This design comes from an exercise in tuning for small area, a short achievable clock period and few clock cycles on the open sky130 flow, not from production work. RTL that was checked went through simulation tests only; none was proved equivalent to the original.

==> module sme, before the edit <==
module sme #(
    parameter int max_string_len  = 32,
    parameter int max_pattern_len = 8
) (
    input  logic                                 clk,
    input  logic                                 reset,
    input  sme_pkg::char_t                       chardata,
    input  logic                                 isstring,
    input  logic                                 ispattern,
    output logic                                 valid,
    output logic                                 match,
    output logic [$clog2(max_string_len)-1:0]    match_index
);
    localparam int N     = max_string_len;
    localparam int P     = max_pattern_len;
    localparam int idx_w = $clog2(N);
    localparam int len_w = $clog2(N + 1);
    localparam int cnt_w = $clog2(P + 1);
    sme_pkg::char_t   mem [N];
    logic [len_w-1:0] str_len;
    logic             isstring_d;
    logic             s_first;   
    logic [N:0]   at_len;    
    logic [N-1:0] in_str;    
    logic [N-1:0] is_sp;     
    logic [N-1:0] eq;        
    logic [N-1:0] we;
    assign s_first = isstring && !isstring_d;
    always_comb begin
        for (int j = 0; j <= N; j++) at_len[j] = (str_len == len_w'(j));
        for (int j = 0; j < N; j++) begin
            in_str[j] = (str_len > len_w'(j));
            is_sp[j]  = (mem[j] == sme_pkg::char_space);
            eq[j]     = (mem[j] == chardata);
            we[j]     = at_len[j];
        end
        we[0] = at_len[0] || s_first;
    end
    always_ff @(posedge clk or posedge reset) begin
        if (reset) begin
            isstring_d <= 1'b0;
            str_len    <= '0;
        end else begin
            isstring_d <= isstring;
            if (isstring) begin
                if (!isstring_d) str_len <= len_w'(1);
                else if (str_len != len_w'(N)) str_len <= str_len + 1'b1;
            end
        end
    end
    always_ff @(posedge clk) begin
        for (int j = 0; j < N; j++) begin
            if (we[j]) mem[j] <= chardata;
        end
    end
    logic [N:0]       e_vec;
    logic [cnt_w-1:0] raw_cnt;    
    logic [cnt_w-1:0] core_cnt;   
    logic             last_tail;  
    logic             tail_found;
    logic [idx_w-1:0] tail_pos;   
    logic             over;       
    logic r_first, c_dot, c_head, c_tail, head_first;
    logic [N:0] pre, cur, step_ok, e_next, head_ok, tail_mask, tail_vec;
    logic [cnt_w-1:0] core_pre;
    assign r_first    = (raw_cnt == '0);
    assign c_dot      = (chardata == sme_pkg::char_any);
    assign c_head     = (chardata == sme_pkg::char_head);
    assign c_tail     = (chardata == sme_pkg::char_tail);
    assign head_first = r_first && c_head;
    assign core_pre   = r_first ? '0 : core_cnt;
    always_comb begin
        pre = e_vec | {(N+1){r_first}};
        head_ok[0] = 1'b1;
        for (int j = 1; j <= N; j++) head_ok[j] = in_str[j-1] && is_sp[j-1];
        cur = pre;
        for (int j = 0; j < N; j++) begin
            step_ok[j]   = cur[j] && in_str[j];
            tail_mask[j] = at_len[j] || (in_str[j] && is_sp[j]);
        end
        step_ok[N]   = 1'b0;
        tail_mask[N] = at_len[N];
        e_next[0] = 1'b0;
        for (int j = 1; j <= N; j++) e_next[j] = step_ok[j-1] && (c_dot || eq[j-1]);
        tail_vec = cur & tail_mask;
    end
    function automatic logic [idx_w-1:0] first_set(input logic [35:0] v);
        logic [8:0] any;
        logic [1:0] low [9];
        logic [8:0] pick;
        logic [8:0] seen;
        logic [5:0] pos;
        for (int g = 0; g < 9; g++) begin
            any[g] = |v[4*g +: 4];
            low[g] = v[4*g] ? 2'd0 : v[4*g+1] ? 2'd1 : v[4*g+2] ? 2'd2 : 2'd3;
        end
        seen[0] = 1'b0;
        for (int g = 1; g < 9; g++) seen[g] = seen[g-1] | any[g-1];
        pick = any & ~seen;
        pos = '0;
        for (int g = 0; g < 9; g++) begin
            pos = pos | ({6{pick[g]}} & {4'(g), low[g]});
        end
        first_set = pos[idx_w-1:0];
    endfunction
    always_ff @(posedge clk) begin
        if (!ispattern) begin
            raw_cnt <= '0;
        end else if (raw_cnt != cnt_w'(P)) begin
            raw_cnt <= raw_cnt + 1'b1;
        end
        over <= ispattern && (raw_cnt == cnt_w'(P));
    end
    always_ff @(posedge clk) begin
        e_vec      <= head_first ? head_ok : e_next;
        core_cnt   <= core_pre + cnt_w'(!head_first);
        last_tail  <= c_tail;
        tail_found <= |tail_vec;
        tail_pos   <= first_set({2'b00, tail_vec, 1'b0});
    end
    logic             res_found;
    logic [idx_w-1:0] res_pos;
    assign res_found = last_tail ? tail_found : (|e_vec);
    assign res_pos   = last_tail ? tail_pos : first_set({3'b000, e_vec});
    always_ff @(posedge clk or posedge reset) begin
        if (reset) begin
            valid <= 1'b0;
        end else begin
            valid <= !ispattern && (raw_cnt != '0);
        end
    end
    always_ff @(posedge clk) begin
        if (!over) begin
            match       <= res_found;
            match_index <= res_found ? res_pos - idx_w'(core_cnt) : '0;
        end
    end
endmodule
clock: 10.0 ns
lec_check: 0
cap_margin: 20
core_margin: 2
core_utilization: 55
cts_buf_list: sky130_fd_sc_hd__clkbuf_4 sky130_fd_sc_hd__clkbuf_8
cts_cluster_diameter: 60
cts_cluster_size: 16
slew_margin: 20
standard.sh (not shown) runs the stock make flow with config.mk's settings and CLKGATE_MAP_FILE= SYNTH_SCRIPT=/design/flow/synth_recipe.tcl, a recipe that flattens the netlist after the stock synthesis.
==> flow/flow/run.sh <==
#!/bin/bash
# Standard ORFS layout, with repair_timing aiming for extra setup slack.
set -euo pipefail
bash standard.sh SETUP_SLACK_MARGIN=7 finish > standard_flow.log 2>&1
==> next run, changes <==
--- a/flow/design.v
+++ b/flow/design.v
@@ -66,10 +66,11 @@
         end
     end
     logic [N:0]       e_vec;
     logic [cnt_w-1:0] raw_cnt;    
     logic [cnt_w-1:0] core_cnt;   
+    logic             head_pend;
     logic             last_tail;  
     logic             tail_found;
     logic [idx_w-1:0] tail_pos;   
     logic             over;       
     logic r_first, c_dot, c_head, c_tail, head_first;
@@ -83,59 +84,47 @@
     assign core_pre   = r_first ? '0 : core_cnt;
     always_comb begin
         pre = e_vec | {(N+1){r_first}};
         head_ok[0] = 1'b1;
         for (int j = 1; j <= N; j++) head_ok[j] = in_str[j-1] && is_sp[j-1];
-        cur = pre;
+        cur = pre & ((head_pend && !r_first) ? head_ok : '1);
         for (int j = 0; j < N; j++) begin
             step_ok[j]   = cur[j] && in_str[j];
             tail_mask[j] = at_len[j] || (in_str[j] && is_sp[j]);
         end
         step_ok[N]   = 1'b0;
         tail_mask[N] = at_len[N];
         e_next[0] = 1'b0;
         for (int j = 1; j <= N; j++) e_next[j] = step_ok[j-1] && (c_dot || eq[j-1]);
         tail_vec = cur & tail_mask;
     end
-    function automatic logic [idx_w-1:0] first_set(input logic [35:0] v);
-        logic [8:0] any;
-        logic [1:0] low [9];
-        logic [8:0] pick;
-        logic [8:0] seen;
-        logic [5:0] pos;
-        for (int g = 0; g < 9; g++) begin
-            any[g] = |v[4*g +: 4];
-            low[g] = v[4*g] ? 2'd0 : v[4*g+1] ? 2'd1 : v[4*g+2] ? 2'd2 : 2'd3;
+    function automatic logic [idx_w-1:0] first_set(input logic [N+1:0] v);
+        first_set = '0;
+        for (int j = N + 1; j >= 0; j--) begin
+            if (v[j]) first_set = idx_w'(j);
         end
-        seen[0] = 1'b0;
-        for (int g = 1; g < 9; g++) seen[g] = seen[g-1] | any[g-1];
-        pick = any & ~seen;
-        pos = '0;
-        for (int g = 0; g < 9; g++) begin
-            pos = pos | ({6{pick[g]}} & {4'(g), low[g]});
-        end
-        first_set = pos[idx_w-1:0];
     endfunction
     always_ff @(posedge clk) begin
         if (!ispattern) begin
             raw_cnt <= '0;
         end else if (raw_cnt != cnt_w'(P)) begin
             raw_cnt <= raw_cnt + 1'b1;
         end
         over <= ispattern && (raw_cnt == cnt_w'(P));
     end
     always_ff @(posedge clk) begin
-        e_vec      <= head_first ? head_ok : e_next;
+        e_vec      <= e_next | {(N+1){head_first}};
         core_cnt   <= core_pre + cnt_w'(!head_first);
+        head_pend  <= head_first;
         last_tail  <= c_tail;
         tail_found <= |tail_vec;
-        tail_pos   <= first_set({2'b00, tail_vec, 1'b0});
+        tail_pos   <= first_set({tail_vec, 1'b0});
     end
     logic             res_found;
     logic [idx_w-1:0] res_pos;
-    assign res_found = last_tail ? tail_found : (|e_vec);
-    assign res_pos   = last_tail ? tail_pos : first_set({3'b000, e_vec});
+    assign res_found = last_tail ? tail_found : (head_pend || (|e_vec));
+    assign res_pos   = last_tail ? tail_pos : (head_pend ? '0 : first_set({1'b0, e_vec}));
     always_ff @(posedge clk or posedge reset) begin
         if (reset) begin
             valid <= 1'b0;
         end else begin
             valid <= !ispattern && (raw_cnt != '0);
Result:
- The changed run completed without violations
- global-route usage fell by 2.7 points
- wire length decreases by 5.4%
- via count goes down by about 1.2%
- design area fell by about 2.7%
- area after synthesis rises by 2.7%
Testbench counts after the change, summed over its fixed seeds: cycles 8,566.
The RTL of the first run of this note was laid out without a check of its function.

## afterwards: timing with drivers on the ports
The results above use ideal ports. As a check the final layouts listed here were re-extracted and re-timed, cells and wires unchanged.
Step 1 (the two cells are an assumption about what drives the block):
set clk [get_ports {clk}]
set_driving_cell -lib_cell sky130_fd_sc_hd__clkbuf_16 $clk
set_driving_cell -lib_cell sky130_fd_sc_hd__buf_2 [delete_from_list [all_inputs] $clk]
Step 2 also shifts input and output timing later by t, the mid clock arrival at the registers, as if the neighbouring blocks saw the same clock.
Three values: no drivers, after step 1, after step 2; two values: the first two.
run	shift t [ns]	setup slack, ns	worst hold slack (ns)
the first run	0.665	6.677 / 6.677 / 6.093	0.507 / 0.507 / 0.507
the second run	0.661	6.805 / 6.798 / 6.296	0.518 / 0.518 / 0.518
After both steps every run listed still meets setup and hold. The setup slack of the first run, which loses most, moves by 0.000 ns with the drivers and by -0.584 ns with both steps.
